Context: an optimization exercise on an open-source flow, tuned for small area and few clock cycles per item. The choices shown serve that exercise and are no tape-out recipe.
Only simulation tests tie the RTL to the original design; equivalence was not proved.

==> v21 <==
Design swept_tone_voice, start of the top module:
module swept_tone_voice #(
    parameter int SINE_TABLE_BITS = stv_pkg::SINE_TABLE_BITS_DEF,
    parameter int COUNT_BITS      = stv_pkg::COUNT_BITS_DEF
) (
    input  logic        i_clk,
    input  logic        i_rst_n,
    input  logic        s_axis_tvalid,
    output logic        s_axis_tready,
    input  logic [23:0] s_axis_tdata,    
    input  logic [0:0]  s_axis_tuser,    
    output logic        m_axis_tvalid,
    input  logic        m_axis_tready,
    output logic [39:0] m_axis_tdata,    
    output logic [0:0]  m_axis_tuser,    
    input  logic        i_cfg_we,
    input  logic [2:0]  i_cfg_index,
    input  logic [31:0] i_cfg_data
);
    stv_pkg::t_cfg r_cfg;
    logic [31:0] w_cfg_d0;
    logic [24:0] w_cfg_d1;    
    logic [7:0]  w_cfg_en;
    stv_cfg_data u_cfg_data (.i_data(i_cfg_data), .i_rst_n(i_rst_n), .o_d0(w_cfg_d0), .o_d1(w_cfg_d1));
    always_comb begin
        for (int k = 0; k < 8; k++) w_cfg_en[k] = !i_rst_n || (i_cfg_we && (i_cfg_index == 3'(k)));
    end
    always_ff @(posedge i_clk) begin
        if (w_cfg_en[REG_WAVE_TYPE])       r_cfg.wave_type       <= w_cfg_d0[1:0];
        if (w_cfg_en[REG_START_INCREMENT]) r_cfg.start_increment <= w_cfg_d0[30:0];
        if (w_cfg_en[REG_SWEEP_FACTOR])    r_cfg.sweep_factor    <= {w_cfg_d0[31], w_cfg_d1[24], w_cfg_d0[29:0]};
        if (w_cfg_en[REG_ATTACK_SAMPLES])  r_cfg.attack_samples  <= w_cfg_d0[19:0];
        if (w_cfg_en[REG_ATTACK_STEP])     r_cfg.attack_step     <= w_cfg_d0[23:0];
        if (w_cfg_en[REG_DECAY_START])     r_cfg.decay_start     <= w_cfg_d0[23:0];
        if (w_cfg_en[REG_DECAY_FACTOR])    r_cfg.decay_factor    <= w_cfg_d1[23:0];
        if (w_cfg_en[REG_NOTE_LENGTH])     r_cfg.note_length     <= {w_cfg_d0[19:1], w_cfg_d1[0]};
    end
    logic r_v1, r_v2;
    logic w_ready2, w_ready1, w_accept;
    assign w_ready2      = !r_v2 || m_axis_tready;
    assign w_ready1      = !r_v1 || w_ready2;
    assign s_axis_tready = w_ready1;
    assign w_accept      = s_axis_tvalid && w_ready1;
    logic [31:0] r_phase, r_inc;
    logic [19:0] r_idx;
    logic [23:0] r_env;
    logic        r_note_on;
    logic        w_start, w_active, w_in_att, w_at_att, w_not_end;
    logic [31:0] e_inc, w_phase_new, w_inc_next;
    logic [19:0] w_idx_inc, w_idx_next;
  ...
clock: 13.0 ns
lec_check: 0
cap_margin: 20
core_margin: 2
core_utilization: 40
cts_cluster_diameter: 60
cts_cluster_size: 25
slew_margin: 20
synth_hierarchical: 1
synth_memory_max_bits: 32768
synth_minimum_keep_size: 0
run.sh (not shown) runs the stock make flow with config.mk's settings and CLKGATE_MAP_FILE= SYNTH_SCRIPT=/design/flow/synth_recipe.tcl, a recipe that flattens the netlist after the stock synthesis.
==> v3: changes against v21 <==
--- a/flow/design.v
+++ b/flow/design.v
@@ -8220,15 +8220,14 @@
     assign w_p[30:15] = {q182, q181, q180, q179, q178, q177, q176, q175, q174, q173, q172, q171, q170, q169, q168, q167};
     assign o_pcm = w_over ? 16'd30000 : w_under ? -16'sd30000 : w_p[30:15];
 endmodule
 module stv_sine_rom (input logic [10:0] a, output logic [15:0] q);
     logic [15:0] w_base;
     logic [9:0] w_slope;
     logic [1:0] w_res;
-    logic [13:0] w_lin;
     always_comb begin
         case (a[10:4])
             7'd0: w_base = 16'd0;
             7'd1: w_base = 16'd804;
             7'd2: w_base = 16'd1608;
             7'd3: w_base = 16'd2411;
             7'd4: w_base = 16'd3212;
@@ -9391,16 +9390,123 @@
             11'd1021: w_res = 2'd2;
             11'd1022: w_res = 2'd2;
             11'd1023: w_res = 2'd1;
             11'd1024: w_res = 2'd0;
             default: w_res = 2'd0;
         endcase
     end
-    assign w_lin = w_slope * a[3:0];
-    assign q = w_base + {6'd0, w_lin[13:4]} + {14'd0, w_res};
+    logic [9:0] w_pp0;
+    assign w_pp0 = w_slope & {10{a[0]}};
+    logic [9:0] w_pp1;
+    assign w_pp1 = w_slope & {10{a[1]}};
+    logic [9:0] w_pp2;
+    assign w_pp2 = w_slope & {10{a[2]}};
+    logic [9:0] w_pp3;
+    assign w_pp3 = w_slope & {10{a[3]}};
+    logic r1;
+    logic r2;
+    logic r3;
+    logic r4;
+    logic r5;
+    logic r6;
+    logic r7;
+    logic r8;
+    logic r9;
+    logic r10;
+    logic r11;
+    logic r12;
+    logic r13;
+    logic r14;
+    logic r15;
+    logic r16;
+    logic r17;
+    logic r18;
+    logic r19;
+    logic r20;
+    logic r21;
+    logic r22;
+    logic r23;
+    logic r24;
+    logic r25;
+    logic r26;
+    logic r27;
+    logic r28;
+    logic r29;
+    logic r30;
+    logic r31;
+    logic r32;
+    logic r33;
+    logic r34;
+    logic r35;
+    logic r36;
+    logic r37;
+    logic r38;
+    logic r39;
+    logic r40;
+    logic r41;
+    logic r42;
+    logic r43;
+    logic r44;
+    logic r45;
+    logic r46;
+    logic r47;
+    logic r48;
+    logic r49;
+    logic r50;
+    logic r51;
+    logic r52;
+    logic r53;
+    logic r54;
+    logic r55;
+    logic r56;
+    logic r57;
+    logic r58;
+    logic r59;
+    logic r60;
+    logic r61;
+    logic r62;
+    logic r63;
+    logic r64;
+    stv_fa u_r1 (.a(w_pp0[4]), .b(w_pp1[3]), .c(w_pp2[2]), .s(r1), .co(r2));
+    stv_fa u_r3 (.a(w_pp0[5]), .b(w_pp1[4]), .c(w_pp2[3]), .s(r3), .co(r4));
+    stv_ha u_r5 (.a(w_pp3[2]), .b(w_base[1]), .s(r5), .co(r6));
+    stv_fa u_r7 (.a(w_pp0[6]), .b(w_pp1[5]), .c(w_pp2[4]), .s(r7), .co(r8));
+    stv_ha u_r9 (.a(w_pp3[3]), .b(w_base[2]), .s(r9), .co(r10));
+    stv_fa u_r11 (.a(w_pp0[7]), .b(w_pp1[6]), .c(w_pp2[5]), .s(r11), .co(r12));
+    stv_ha u_r13 (.a(w_pp3[4]), .b(w_base[3]), .s(r13), .co(r14));
+    stv_fa u_r15 (.a(w_pp0[8]), .b(w_pp1[7]), .c(w_pp2[6]), .s(r15), .co(r16));
+    stv_ha u_r17 (.a(w_pp3[5]), .b(w_base[4]), .s(r17), .co(r18));
+    stv_fa u_r19 (.a(w_pp0[9]), .b(w_pp1[8]), .c(w_pp2[7]), .s(r19), .co(r20));
+    stv_ha u_r21 (.a(w_pp3[6]), .b(w_base[5]), .s(r21), .co(r22));
+    stv_fa u_r23 (.a(w_pp1[9]), .b(w_pp2[8]), .c(w_pp3[7]), .s(r23), .co(r24));
+    stv_ha u_r25 (.a(w_pp0[3]), .b(w_pp1[2]), .s(r25), .co(r26));
+    stv_fa u_r27 (.a(r1), .b(w_pp3[1]), .c(w_base[0]), .s(r27), .co(r28));
+    stv_fa u_r29 (.a(r3), .b(r5), .c(w_res[1]), .s(r29), .co(r30));
+    stv_fa u_r31 (.a(r7), .b(r9), .c(r4), .s(r31), .co(r32));
+    stv_fa u_r33 (.a(r11), .b(r13), .c(r8), .s(r33), .co(r34));
+    stv_fa u_r35 (.a(r15), .b(r17), .c(r12), .s(r35), .co(r36));
+    stv_fa u_r37 (.a(r19), .b(r21), .c(r16), .s(r37), .co(r38));
+    stv_fa u_r39 (.a(r23), .b(w_base[6]), .c(r20), .s(r39), .co(r40));
+    stv_fa u_r41 (.a(w_pp2[9]), .b(w_pp3[8]), .c(w_base[7]), .s(r41), .co(r42));
+    stv_ha u_r43 (.a(w_pp0[2]), .b(w_pp1[1]), .s(r43), .co(r44));
+    stv_fa u_r45 (.a(r25), .b(w_pp2[1]), .c(w_pp3[0]), .s(r45), .co(r46));
+    stv_fa u_r47 (.a(r27), .b(w_res[0]), .c(r26), .s(r47), .co(r48));
+    stv_fa u_r49 (.a(r29), .b(r2), .c(r28), .s(r49), .co(r50));
+    stv_fa u_r51 (.a(r31), .b(r6), .c(r30), .s(r51), .co(r52));
+    stv_fa u_r53 (.a(r33), .b(r10), .c(r32), .s(r53), .co(r54));
+    stv_fa u_r55 (.a(r35), .b(r14), .c(r34), .s(r55), .co(r56));
+    stv_fa u_r57 (.a(r37), .b(r18), .c(r36), .s(r57), .co(r58));
+    stv_fa u_r59 (.a(r39), .b(r22), .c(r38), .s(r59), .co(r60));
+    stv_fa u_r61 (.a(r41), .b(r24), .c(r40), .s(r61), .co(r62));
+    stv_fa u_r63 (.a(w_pp3[9]), .b(w_base[8]), .c(r42), .s(r63), .co(r64));
+    logic [19:0] w_r0, w_r1, w_sum;
+    assign w_r0 = {w_base[15], w_base[14], w_base[13], w_base[12], w_base[11], w_base[10], w_base[9], r63, r61, r59, r57, r55, r53, r51, r49, r47, r45, r43, w_pp0[1], w_pp0[0]};
+    assign w_r1 = {1'b0, 1'b0, 1'b0, 1'b0, 1'b0, 1'b0, r64, r62, r60, r58, r56, r54, r52, r50, r48, r46, r44, w_pp2[0], w_pp1[0], 1'b0};
+    assign w_sum = w_r0 + w_r1;
+    assign q = w_sum[19:4];
 endmodule
 module stv_cfg_data (input logic [31:0] i_data, input logic i_rst_n,
                      output logic [31:0] o_d0, output logic [24:0] o_d1);
     assign o_d0 = i_data & {32{i_rst_n}};
     assign o_d1 = {i_data[30], i_data[23:0]} | {25{~i_rst_n}};
 endmodule
 module stv_fa (input logic a, input logic b, input logic c, output logic s, output logic co);
- CTS_BUF_LIST: default -> sky130_fd_sc_hd__clkbuf_8 sky130_fd_sc_hd__clkbuf_16
==> notes <==
v21 finished with timing, DRC and antenna clean. v3 finished with timing, DRC and antenna clean. In v3 the fmax is higher than in v21, by about 1%. In v3 the synthesized cell count is smaller than in v21, by about 1.2%. Register-to-register slack: v21 is worse than v3 (0.49 ns). Against v3, the clock skew of v21 is higher by 0.047 ns. In v3 the setup slack is better than in v21, by 0.11 ns. Sequential cell count is the same in v3 and v21.
Testbench counts of v21, summed over its fixed seeds: cycles 19,442, items 18,162.
Testbench counts of v3, summed over its fixed seeds: cycles 19,442, items 18,162.

==> exp/garnet <==
Another version of the RTL of swept_tone_voice (not shown whole).
make LEC_CHECK=0 CAP_MARGIN=20 CORE_MARGIN=2 CORE_UTILIZATION=40 CTS_CLUSTER_DIAMETER=60 CTS_CLUSTER_SIZE=25 SLEW_MARGIN=20 SYNTH_HIERARCHICAL=1 SYNTH_MEMORY_MAX_BITS=32768 SYNTH_MINIMUM_KEEP_SIZE=0 finish   # period 13.0 ns
==> exp/juniper (differences from exp/garnet) <==
--- a/flow/design.v
+++ b/flow/design.v
@@ -10323,19 +10323,19 @@
         w_env_next  = w_in_att ? w_att_next : w_dec_next;
         w_inc_next  = (|w_inc_prod[33:32]) ? 32'hFFFF_FFFF : w_inc_prod[31:0];
     end
     stv_mul_inc u_mul_inc (.a(e_inc), .b(r_cfg.sweep_factor), .q(w_inc_prod));
     stv_mul_dec u_mul_dec (.a(w_env_used), .b(r_cfg.decay_factor), .q(w_dec_next));
     logic w_load;
-    assign w_load = w_accept && w_active;
+    assign w_load = w_accept && (w_active || w_start);
     always_ff @(posedge i_clk) begin
         if (w_load) begin
-            r_phase <= w_phase_new;
-            r_inc   <= w_inc_next;
-            r_idx   <= w_idx_next;
-            r_env   <= w_env_next;
+            r_phase <= w_active ? w_phase_new : 32'd0;
+            r_inc   <= w_active ? w_inc_next : {1'b0, r_cfg.start_increment};
+            r_idx   <= w_active ? w_idx_next : 20'd0;
+            r_env   <= w_active ? w_env_next : 24'd0;
         end
     end
     always_ff @(posedge i_clk) begin
         if (!i_rst_n) begin
             r_note_on <= 1'b0;
         end else if (w_accept) begin
--- a/flow/config.mk
+++ b/flow/config.mk
@@ -4,13 +4,13 @@
 export VERILOG_FILES = /design/flow/design.v
 export SDC_FILE = /design/flow/constraint.sdc
 export NUM_CORES = 4
 export LEC_CHECK = 0
 export CAP_MARGIN = 20
 export CORE_MARGIN = 2
-export CORE_UTILIZATION = 40
+export CORE_UTILIZATION = 55
 export CTS_CLUSTER_DIAMETER = 60
 export CTS_CLUSTER_SIZE = 25
 export SLEW_MARGIN = 20
 export SYNTH_HIERARCHICAL = 1
 export SYNTH_MEMORY_MAX_BITS = 32768
 export SYNTH_MINIMUM_KEEP_SIZE = 0
==> summary.txt <==
* Commonest cells post-synth: nand2_1 (2316), fa_1 (1958), clkbuf_1 (451)
* Layout area overhead at 6.25%
* CP Data Required Time at 13.39 ns
* FF-to-FF path depth at 39
* Fillcell total at 12000
* Post-detail-place hpwl at 176000 um
* Critical Path Stages at 26
* Critical path endpoint: r_inc[1]$_DFFE_PP_
* Top-area cell type share of the netlist area at 50.0%
* Grt met1 use at 47.4%
* Syn_area_per_cell at 10.4 um^2
* Gr usage total at 35.0%
* Outcome: finished clean
* Pin count of the biggest net entering global routing at 93
* Synth Instances at 7555
* Buffers, non-clock at 336
* Routed WL at 250000 um
[end of results for exp/juniper]
==> summary.txt <==
* Critical path endpoint: r_inc[1]$_SDFFCE_PP1P_
* Synth Instances at 7523
* Layout area overhead at 7.41%
* Fillcell total at 18600
* CP Data Required Time at 13.37 ns
* FF-to-FF path depth at 31
* Post-detail-place hpwl at 179000 um
* Outcome: finished clean
* Buffers, non-clock at 308
* Grt met1 use at 33.5%
* Gr usage total at 26.1%
* Pin count of the biggest net entering global routing at 86
* Top-area cell type share of the netlist area at 50.0%
[end of results for exp/garnet]
Testbench counts of exp/garnet, summed over its fixed seeds: cycles 19,442, items 18,162.
Testbench counts of exp/juniper, summed over its fixed seeds: cycles 19,442, items 18,162.

==> v38: inputs <==
Another version of the RTL of swept_tone_voice (not shown whole).
export LEC_CHECK = 0
export CAP_MARGIN = 20
export CORE_MARGIN = 2
export CORE_UTILIZATION = 40
export SLEW_MARGIN = 20
export SYNTH_HIERARCHICAL = 1
export SYNTH_MEMORY_MAX_BITS = 32768
export SYNTH_MINIMUM_KEEP_SIZE = 0
create_clock -name core_clock -period 13.0 [get_ports {i_clk}]
==> v26: changes against v38 <==
--- a/flow/design.v
+++ b/flow/design.v
@@ -7230,21 +7230,22 @@
     assign s_axis_tready = w_ready1;
     assign w_accept      = s_axis_tvalid && w_ready1;
     logic [31:0] r_phase, r_inc;
     logic [19:0] r_idx;
     logic [23:0] r_env;
     logic        r_note_on;
     logic        w_start, e_on, w_active, w_in_att;
-    logic [31:0] e_inc, w_phase_new, w_inc_next;
+    logic [31:0] e_phase, e_inc, w_phase_new, w_inc_next;
     logic [19:0] e_idx, w_idx_next;
     logic [23:0] e_env, w_env_used, w_env_next, w_dec_next;
     logic [24:0] w_att_sum;
     logic [33:0] w_inc_prod;
     assign w_start = (s_axis_tuser[0] == OP_START);
     always_comb begin
+        e_phase  = w_start ? 32'd0 : r_phase;
         e_inc    = w_start ? {1'b0, r_cfg.start_increment} : r_inc;
         e_idx    = w_start ? 20'd0 : r_idx;
         e_env    = w_start ? 24'd0 : r_env;
         e_on     = w_start || r_note_on;
         w_active = e_on && (e_idx < r_cfg.note_length);
         w_in_att = (e_idx < r_cfg.attack_samples);
         w_phase_new = w_start ? {1'b0, r_cfg.start_increment} : (r_phase + r_inc);
@@ -7257,29 +7258,35 @@
             w_env_next = w_dec_next;
         end
         w_inc_next = (|w_inc_prod[33:32]) ? 32'hFFFF_FFFF : w_inc_prod[31:0];
         w_idx_next = e_idx + 1'b1;
     end
     stv_mul_inc u_mul_inc (.a(e_inc), .b(r_cfg.sweep_factor), .q(w_inc_prod));
     stv_mul_dec u_mul_dec (.a(w_env_used), .b(r_cfg.decay_factor), .q(w_dec_next));
-    logic w_load;
-    assign w_load = w_accept && (w_active || w_start);
-    always_ff @(posedge i_clk) begin
-        if (w_load) begin
-            r_phase <= w_active ? w_phase_new : 32'd0;
-            r_inc   <= w_active ? w_inc_next : {1'b0, r_cfg.start_increment};
-            r_idx   <= w_active ? w_idx_next : 20'd0;
-            r_env   <= w_active ? w_env_next : 24'd0;
-        end
-    end
     always_ff @(posedge i_clk) begin
         if (!i_rst_n) begin
+            r_phase   <= '0;
+            r_inc     <= '0;
+            r_idx     <= '0;
+            r_env     <= '0;
             r_note_on <= 1'b0;
         end else if (w_accept) begin
-            r_note_on <= w_active && (w_idx_next != r_cfg.note_length);
+            if (w_active) begin
+                r_phase   <= w_phase_new;
+                r_inc     <= w_inc_next;
+                r_idx     <= w_idx_next;
+                r_env     <= w_env_next;
+                r_note_on <= (w_idx_next != r_cfg.note_length);
+            end else begin
+                r_phase   <= e_phase;
+                r_inc     <= e_inc;
+                r_idx     <= e_idx;
+                r_env     <= e_env;
+                r_note_on <= 1'b0;
+            end
         end
     end
     logic [10:0] w_addr;
     logic [15:0] w_sine;
     logic [16:0] w_ramp, w_mag;
     logic [16:0] w_tri;
     logic        w_neg;
@@ -7316,15 +7323,15 @@
         end else if (w_ready1) begin
             r_v1 <= s_axis_tvalid;
         end
     end
     always_ff @(posedge i_clk) begin
         if (w_ready1) begin
             r_act1 <= w_active;
-            r_neg1 <= w_active && w_neg;
+            r_neg1 <= w_neg;
             r_mag1 <= w_active ? w_mag : 17'd0;
             r_env1 <= w_env_used;
             r_mix1 <= s_axis_tdata[17:0];
         end
     end
     logic [17:0] w_mix_out;
     logic [15:0] w_pcm;
==> summary.txt <==
|  | v26 | v38 |
|---|---|---|
| Status | timing/DRC/antenna clean | timing/DRC/antenna clean |
| Crit path capture | r_pcm2[8] | r_pcm2[13] |
| Met2 Track Usage GR | 42.6% | 44.2% |
| Period Utilization, post-route | 95.3% | 95.7% |
| Max-slew headroom | 20.6% | 18.1% |
| Clock network latency to the later pin of the worst-skew pair | 0.68 ns | 0.67 ns |
| Standard-cell row count | 167 | 168 |
| Met3 track demand over resource | 5.76% | 5.45% |
| Met1 usage in global routing | 36.5% | 35.7% |
| Post-route cell area | 89500 um2 | 90100 um2 |
| Clock-cell share | 1.80% | 1.80% |
| Worst hold stages | 0 | 2 |
| Least-Margin Pin Slew | 1.19 ns | 1.22 ns |
| Worst-case clock skew | 0.0592 ns | 0.0590 ns |
| Highest attainable clock frequency | 80.7 MHz | 80.4 MHz |
| Multi-input gates | 7752 | 7634 |
| Number of instances in the synthesized netlist | 8927 | 8797 |
| Wire length on met2 | 130000 um | 136000 um |
| Maximum fanout along the worst path | 14 | 13 |
Testbench counts of v38, summed over its fixed seeds: cycles 19,442, items 18,162.
Testbench counts of v26, summed over its fixed seeds: cycles 19,442, items 18,162.

==> port drivers added, routing unchanged <==
How much do the figures lean on ideal ports? The routed layouts below were timed once more, with nothing changed but the port constraints.
Step 1 assumes that a clkbuf_16 drives the clock port and a buf_2 every other input.
Step 2 adds t to the input delays and takes it off the output delays; t is the mean of the earliest and latest rising clock arrival at the registers after step 1. Input paths then give back, and output paths get back, about the clock's delay inside the block.
Slacks: ideal ports / drivers / drivers and shift; pairs: ideal ports / drivers.
| run | t, ns | slack for setup (ns) | latest minus earliest clock arrival (ns) | slew at the worst register clock pin (ns) |
|---|---|---|---|---|
| v21 | 0.668 | 1.379 / 1.321 / 0.652 | 0.083 / 0.083 | 0.08 / 0.08 |
| v3 | 0.654 | 1.491 / 1.382 / 0.728 | 0.028 / 0.028 | 0.09 / 0.09 |
| exp/garnet | 0.683 | 1.331 / 1.318 / 0.635 | 0.036 / 0.036 | 0.09 / 0.09 |
| exp/juniper | 0.704 | 1.316 / 1.318 / 0.614 | 0.048 / 0.048 | 0.10 / 0.10 |
| v38 | 0.714 | 0.558 / 0.558 / -0.049 | 0.063 / 0.062 | 0.07 / 0.07 |
| v26 | 0.732 | 0.606 / 0.606 / -0.074 | 0.060 / 0.060 | 0.08 / 0.08 |
With both steps, setup timing fails in v38 and v26, where it was met with ideal ports. The setup slack of v3, which loses most, moves by -0.109 ns with the drivers and by -0.763 ns with both steps.
